Background: an optimization exercise with open tools, aiming at small area, a short achievable clock period and few clock cycles per item. Do not read the settings as production practice.
In this exercise RTL edits were held to simulation tests only and were not proved equivalent to the original.
Power and IR drop assume default switching activity.

### design.v
`timescale 1ns/1ps
`default_nettype none
package div_pkg;
	localparam int DIV_WIDTH = 64;
endpackage
`default_nettype wire
`timescale 1ns/1ps
`default_nettype none
module div_lzc64 (
	input  logic [63:0] x_i,
	output logic [6:0]  cnt_o
);
	logic [63:0] v0;
	logic [31:0] v1; logic [31:0][0:0] c1;
	logic [15:0] v2; logic [15:0][1:0] c2;
	logic [7:0]  v3; logic [7:0][2:0]  c3;
	logic [3:0]  v4; logic [3:0][3:0]  c4;
	logic [1:0]  v5; logic [1:0][4:0]  c5;
	logic        v6; logic [5:0]       c6;
	assign v0 = x_i;
	always_comb begin
		for (int i = 0; i < 32; i++) begin
			v1[i] = v0[2*i+1] | v0[2*i];
			c1[i] = ~v0[2*i+1];
		end
		for (int i = 0; i < 16; i++) begin
			v2[i] = v1[2*i+1] | v1[2*i];
			c2[i] = v1[2*i+1] ? {1'b0, c1[2*i+1]} : {1'b1, c1[2*i]};
		end
		for (int i = 0; i < 8; i++) begin
			v3[i] = v2[2*i+1] | v2[2*i];
			c3[i] = v2[2*i+1] ? {1'b0, c2[2*i+1]} : {1'b1, c2[2*i]};
		end
		for (int i = 0; i < 4; i++) begin
			v4[i] = v3[2*i+1] | v3[2*i];
			c4[i] = v3[2*i+1] ? {1'b0, c3[2*i+1]} : {1'b1, c3[2*i]};
		end
		for (int i = 0; i < 2; i++) begin
			v5[i] = v4[2*i+1] | v4[2*i];
			c5[i] = v4[2*i+1] ? {1'b0, c4[2*i+1]} : {1'b1, c4[2*i]};
		end
		v6 = v5[1] | v5[0];
		c6 = v5[1] ? {1'b0, c5[1]} : {1'b1, c5[0]};
	end
	assign cnt_o = v6 ? {1'b0, c6} : 7'd64;
endmodule
`default_nettype wire
`timescale 1ns/1ps
`default_nettype none
module int_div_top (
	input  wire                clk,
	input  wire                rst_n_i,
	input  logic               req_i,
	input  logic               req_op_i,        
	input  logic [63:0]        req_dividend_i,
	input  logic [63:0]        req_divisor_i,
	output logic               ack_o,
	output logic [63:0]        rsp_quotient_o,
	output logic [63:0]        rsp_remainder_o,
	output logic               rsp_div_by_zero_o
);
	logic       a_neg, b_neg, b_zero, a_pow2;
	logic [6:0] lz_a, lz_b;
	assign a_neg  = ~req_op_i & req_dividend_i[63];
	assign b_neg  = ~req_op_i & req_divisor_i[63];
	assign b_zero = ~|req_divisor_i;
	div_lzc64 i_lz_a (
		.x_i   ({req_op_i & req_dividend_i[63], req_dividend_i[62:0] ^ req_dividend_i[63:1]}),
		.cnt_o (lz_a)
	);
	div_lzc64 i_lz_b (
		.x_i   ({req_op_i & req_divisor_i[63], req_divisor_i[62:0] ^ req_divisor_i[63:1]}),
		.cnt_o (lz_b)
	);
	assign a_pow2 = a_neg & ~|(~req_dividend_i[63:1] & req_dividend_i[62:0]);
	logic st_idle, st_prep, st_algn, st_step, st_fix, st_done;
	logic        ack_q;
	logic [64:0] r_q;       
	logic [65:0] d_q;       
	logic        cin_q;     
	logic [63:0] q_q;       
	logic [6:0]  lza_q;
	logic [6:0]  lzb_q;
	logic        pow2_q;
	logic [6:0]  cnt_q;     
	logic [4:0]  srem_q;    
	logic        a_neg_q;   
	logic        same_q;    
	logic        b_neg_q;
	logic        qneg_q;    
	logic        dbz_q;
	logic [65:0] add_a;
	logic [65:0] s;
	logic        acc;
	function automatic logic [65:0] add66(input logic [65:0] a, input logic [65:0] b, input logic c);
		logic [66:0] g, p;
		g = {a & b, c};
		p = {a ^ b, 1'b0};
		for (int l = 0; l < 7; l++) begin
			for (int i = 0; i < 67; i++) begin
				if ((i >> l) & 1) begin
					g[i] = g[i] | (p[i] & g[((i >> l) << l) - 1]);
					p[i] = p[i] & p[((i >> l) << l) - 1];
				end
			end
		end
		add66 = (a ^ b) ^ g[65:0];
	endfunction
	assign add_a = {r_q[64], r_q};
	assign s     = add66(add_a, d_q, cin_q);
	assign acc   = s[65] ~^ a_neg_q;
	logic [7:0]  k;
	logic [1:0]  k_lo;
	logic [65:0] d_lo;
	logic        sh_big;
	logic [2:0]  sh4;
	logic [65:0] d_hi;
	assign k    = {1'b0, lzb_q} - {1'b0, lza_q} + {7'd0, pow2_q};
	assign k_lo = lzb_q[1:0] - lza_q[1:0] + {1'd0, pow2_q};
	assign d_lo = 66'(({{b_neg_q, b_neg_q, req_divisor_i} ^ {66{same_q}}, {3{same_q}}} << k_lo) >> 3);
	assign sh_big = srem_q[4] | srem_q[3] | (srem_q[2] & srem_q[1] & srem_q[0]);   
	assign sh4    = sh_big ? 3'd7 : srem_q[2:0];
	assign d_hi   = 66'(({d_q, {28{same_q}}} << {sh4, 2'd0}) >> 28);
	function automatic logic [63:0] below_or(input logic [63:0] x);
		logic [63:0] p;
		p = {x[62:0], 1'b0};
		for (int l = 0; l < 6; l++) begin
			for (int i = 0; i < 64; i++) begin
				if ((i >> l) & 1) p[i] = p[i] | p[((i >> l) << l) - 1];
			end
		end
		below_or = p;
	endfunction
	logic [63:0] q_fix;
	assign q_fix = qneg_q ? (q_q ^ below_or(q_q)) : q_q;
	logic last;
	logic start;
	assign last  = (cnt_q == 7'd0);
	assign start = st_idle & req_i;
	always_ff @(posedge clk or negedge rst_n_i) begin
		if (!rst_n_i) begin
			st_idle <= 1'b1;
			st_prep <= 1'b0;
			st_algn <= 1'b0;
			st_step <= 1'b0;
			st_fix  <= 1'b0;
			st_done <= 1'b0;
			ack_q   <= 1'b0;
		end else begin
			st_idle <= (st_idle & ~req_i) | (st_done & ~req_i);
			st_prep <= start;
			st_algn <= (st_prep & ~dbz_q & ~k[7] & (k[6:2] != 5'd0)) | (st_algn & sh_big & (srem_q != 5'd7));
			st_step <= (st_prep & ~dbz_q & ~k[7] & (k[6:2] == 5'd0)) | (st_algn & ~(sh_big & (srem_q != 5'd7))) |
				(st_step & ~last);
			st_fix  <= st_step & last & (a_neg_q | qneg_q);
			st_done <= (st_prep & (dbz_q | k[7])) | (st_step & last & ~a_neg_q & ~qneg_q) |
				st_fix | (st_done & req_i);
			ack_q   <= (st_prep & (dbz_q | k[7])) | (st_step & last & ~a_neg_q & ~qneg_q) |
				st_fix | (st_done & req_i);
		end
	end
	always_ff @(posedge clk) begin
		if (start) begin
			r_q <= {a_neg, req_dividend_i};
		end else if ((st_step & acc) | (st_prep & a_neg_q & ~k[7] & ~dbz_q) | (st_fix & a_neg_q)) begin
			r_q <= s[64:0];
		end
	end
	always_ff @(posedge clk) begin
		if (start) begin
			q_q <= '0;
		end else if (st_prep & dbz_q) begin
			q_q <= '1;
		end else if (st_step) begin
			q_q <= {q_q[62:0], acc};
		end else if (st_fix) begin
			q_q <= q_fix;
		end
	end
	always_ff @(posedge clk) begin
		if (start) begin
			d_q <= '1;
		end else if (st_prep) begin
			d_q <= d_lo;
		end else if (st_algn) begin
			d_q <= d_hi;
		end else if (st_step) begin
			d_q <= last ? '0 : {d_q[65], d_q[65:1]};
		end
		if (start) begin
			cin_q <= 1'b0;
		end else if (st_prep) begin
			cin_q <= same_q;
		end else if (st_step & last) begin
			cin_q <= 1'b1;
		end
	end
	always_ff @(posedge clk) begin
		if (start) begin
			lza_q   <= lz_a;
			lzb_q   <= lz_b;
			pow2_q  <= a_pow2;
			a_neg_q <= a_neg;
			same_q  <= (a_neg == b_neg);
			b_neg_q <= b_neg;
			qneg_q  <= a_neg ^ b_neg;
			dbz_q   <= b_zero;
		end
		if (st_prep) begin
			cnt_q  <= k[6:0];
			srem_q <= k[6:2];
		end else if (st_algn) begin
			srem_q <= srem_q - {2'd0, sh4};
		end else if (st_step) begin
			cnt_q <= cnt_q - 7'd1;
		end
	end
	assign ack_o             = ack_q;
	assign rsp_quotient_o    = q_q;
	assign rsp_remainder_o   = r_q[63:0];
	assign rsp_div_by_zero_o = dbz_q;
endmodule
`default_nettype wire
### constraint.sdc
create_clock -name core_clock -period 5.0 [get_ports {clk}]
set_input_delay 1.0000 -clock core_clock [delete_from_list [all_inputs] [get_ports {clk}]]
set_output_delay 1.0000 -clock core_clock [all_outputs]
set_load 0.01 [all_outputs]
### config.mk
export PLATFORM = sky130hd
export DESIGN_NAME = int_div_top
export DESIGN_NICKNAME = int_div_top
export VERILOG_FILES = /design/flow/design.v
export SDC_FILE = /design/flow/constraint.sdc
export NUM_CORES = 4
export LEC_CHECK = 0
export CAP_MARGIN = 20
export CORE_MARGIN = 2
export CORE_UTILIZATION = 40
export SETUP_SLACK_MARGIN = 2
export SLEW_MARGIN = 20
### run.sh
#!/bin/bash
# synth_recipe.tcl (not shown) runs the flow's synth.tcl, then flattens the netlist and writes it again
# the make line also repeats each setting of config.mk as NAME=value (left out here)
make -C /OpenROAD-flow-scripts/flow DESIGN_CONFIG=/design/flow/config.mk WORK_HOME=/design/flow/orfs CLKGATE_MAP_FILE= SYNTH_SCRIPT=/design/flow/synth_recipe.tcl finish
==> reports/qor.csv <==
metric;value;unit
CP required;5.35;ns
Total GRT Usage;29.5;%
first-pass GRT wire length;131000;µm
Setup WS post-layout;1.22;ns
unrepaired setup endpoints after global routing;yes;
Max-Cap Viols;0;
status;timing/DRC/antenna clean;
CTS Buffer Depth;3;
asr flop ratio synth;2.56;%
PortBufs;261;
# clock sinks;234;
NumNets Final;3348;
dpl hpwl;62600;µm
crit path DAT;4.13;ns
Filler Cell Count;4987;
crit share post-route;75.7;%
Placement Setup Slack;0.619;ns
Max Fclk;264;MHz
Crit. End Element;register;
Synth top area share;13.3;%
Final Hold Fails;0;
GPL Wtd Cong;0.969;
antenna violations before repair;1;
Clk pwr share;11.1;%
class of the most critical setup path;reg -> reg;
final wirelength;89100;µm
DP Area;0.0249;mm²
Initial Utilization;40.6;%
DRT antenna net count;0;
Sw Share;45.7;%
min Tclk post-route;3.78;ns
Cell Count, Final, Fillers Out;3808;
Final Skew;0.0257;ns
#FFs+latches synth;234;
Int Pwr;10.4;mW
Final Util;53.4;%
Reg-to-Reg End;r_q[30];
CTS root buf;clkbuf_16;
CTS H-Tree Depth;1;
setup violators final;0;
Vias;23208;
cell area after synthesis;0.0219;mm²
buffers plus inverters on the worst setup path;3;
Worst Hold Launch;st_idle;
CP most frequent cell;buf_4;
Max VDD drop;352;µV
worst-path fanout max;5;
grt ovf;0;
top cells by area, synth;edfxtp_1 13%, dfxtp_1 12%, mux2i_1 7.6%;
Slew @ Worst Pin;1.12;ns
post-synthesis sequential area ratio;25.9;%
Gate Count Post-Synth;2880;
CTS Buf Count;29;
Lkg Pwr;12.0;nW
Net Sw Power;8.77;mW
CTS tree;yes;
Area Overhead vs Synth;31.7;%
Worst R2R Setup Slack;1.22;ns
syn_area_per_cell;7.61;µm²
final instance area;0.0289;mm²
sequential share of power;24.7;%
worst skew pair latency;0.60;ns
DRT iter0 DRCs;2366;
Comb pwr share;64.2;%
Critical Path, Cell by Cell;ha_1, and2_4, a221oi_4, o221ai_2, a41o_4, o211a_1, o2111a_2, o21a_4, a41oi_4, buf_12, mux2i_4, a221o_4, buf_4, buf_4;
Final Max Slew Viols;0;
leading cell types by count after synthesis;386 x nand2_1, 323 x a21oi_1, 246 x nor2_1, 188 x o21ai_0, 167 x mux2i_1;
Final TNS setup;0;ns
clock transition at the registers of the reported paths;0.06;ns
cell with the most instances after synthesis;nand2_1;
YS warnings;2;
Worst path slowest cell;a221o_4;
hold path endpoint;st_idle;
core area;0.0540;mm²
top-level port count;262;
dominant cell type by area after synthesis;edfxtp_1;
Cell Count Post-Placement;3640;
slew margin rel.;25.2;%
number of distinct library cells after synthesis;82;
ys flop type;dfxtp_1;
share of layout cells above drive strength 1;16.2;%
vias per inst;6.09;
die width;238;µm
PD cells;664;mW/mm²
Inserted Diodes;0;
# rows;85;
Hold WC Path Type;reg -> reg;
vias in the first global route;21696;
WHS Path Cells;2;
drc violations;0;
routed wire length per instance;23.4;µm
die area;0.0567;mm²
largest net degree at the start of global routing;161;
power consumption;19.2;mW
slowest stage delay, CP;0.47;ns
post-synthesis net count;3139;
Post-synth EDFFs;97;
first drt pass iteration count;7;
R2R cell count;14;
R2R Path Start;r_q[20];
Setup crit start kind;register;
WHS;0.519;ns
Die Height;238;µm
Crit path max-delay family;compound AO/OA/AOI/OAI gates;
==> cell usage in the layout, fill, tap and decap left out, types with 20 or more instances in the layout <==
| master | instances |
|---|---|
| a2111o_1 | 39 |
| a211oi_1 | 28 |
| a21o_1 | 23 |
| a21oi_1 | 254 |
| a21oi_2 | 38 |
| a21oi_4 | 31 |
| a31oi_1 | 25 |
| buf_4 | 103 |
| clkbuf_16 | 34 |
| clkdlybuf4s50_1 | 187 |
| dfxtp_1 | 111 |
| dlygate4sd2_1 | 33 |
| dlymetal6s2s_1 | 34 |
| edfxtp_1 | 97 |
| ha_1 | 99 |
| inv_1 | 152 |
| mux2i_1 | 164 |
| nand2_1 | 341 |
| nand2_4 | 39 |
| nand3_1 | 39 |
| nand4_1 | 22 |
| nor2_1 | 236 |
| nor2b_1 | 20 |
| nor3_1 | 49 |
| o211ai_1 | 44 |
| o21ai_0 | 124 |
| o21ai_1 | 57 |
| or3_1 | 23 |
| xnor2_1 | 100 |
| xor2_1 | 68 |
==> final cells by class <==
type / count / area (µm²) / area share (%)
tap: 696 / 871 / 3.02
multi-input combinational: 2254 / 16500 / 57.1
inverter: 159 / 603 / 2.09
clock inverter: 11 / 97.6 / 0.338
sequential: 234 / 5720 / 19.8
timing repair buffer: 411 / 4250 / 14.7
clock buffer: 43 / 838 / 2.90
==> routing by layer <==
metal	vias up	GRT usage, %	wire (µm)
met5	-	0	13
met4	2	8.41	2800
met3	162	4.18	7340
met2	1082	45.5	39700
met1	11184	42.8	39200
li1	10778	-	-
==> tightest hold or removal path: stages (launching register included) <==
cell     delay [ns]
dfstp_2        0.38
nor2_1         0.10
nor2_1         0.04
==> power groups by stage <==
stage               logic (mW)  clock network (mW)  registers, mW
detailed placement        9.85                   0           4.64
finish                    12.3                2.12           4.73
CTS                       11.1                2.15           4.62
global placement          9.72                   0           4.60
global route              13.4                2.22           4.82
floorplan                 6.92                   0           4.23
==> cells by family after synthesis <==
logic type,Yosys count,share of synthesized area [%]
compound gates,850,24.5
xor+xnor,173,6.91
fa+ha+maj,127,7.52
buf+inv,396,7.87
flops,234,25.9
mux,172,8.14
simple gates,928,19.1
==> repair_timing <==
| action | in CTS | in global routing |
|---|---|---|
| endpoints found under the hold margin | 0 | 0 |
| gates resized for setup | 166 | 361 |
| endpoints found under the setup margin | 205 | 205 |
| pin swaps | 60 | 142 |
| buffers inserted | 52 | 47 |
| gates cloned | 6 | 9 |
| hold buffers | 0 | 0 |
==> flip-flops by register name, indices dropped and copies added, names as in the netlist, 5 cells and up <==
| register | cells |
|---|---|
| lzb_q | 7 |
| r_q | 65 |
| cnt_q | 7 |
| d_q | 66 |
| srem_q | 5 |
| lza_q | 7 |
| q_q | 64 |
==> how the worst max path moves through the flow <==
stage / from / to / cells past startpoint
global route: r_q[20] / r_q[31] / 14
CTS: r_q[2] / r_q[30] / 14
finish: r_q[20] / r_q[30] / 14
global placement: req_divisor_i[30] / lzb_q[2] / 9
detailed placement: req_divisor_i[30] / lzb_q[2] / 9
floorplan: r_q[35] / r_q[0] / 9
Testbench counts, summed over its fixed seeds: cycles 85,582, items 8,000.

==> separate check: timing with driven ports <==
The results above use ideal ports. As a check the final layout listed here was re-extracted and re-timed, cells and wires unchanged.
Step 1, drivers: a clkbuf_16 drives clk and a buf_2 each remaining input, both assumed.
Step 2 moves the port delays by t, midway between the first and last clock arrival at a register: inputs arrive t later, outputs are due t later. That takes back most of the time a late clock gives input paths.
Three values: no drivers, after step 1, after step 2; two values: the first two.
t (ns): 0.647
setup WS [ns]: 1.216 / 1.216 / 1.216
worst hold slack (ns): 0.519 / 0.519 / 0.519
worst setup path after step 2: register to register
worst data-port slew with drivers (ns): 0.06
After both steps this run still meets setup and hold. For this run, drivers alone change the setup slack by 0.000 ns; drivers and shift together by 0.000 ns.
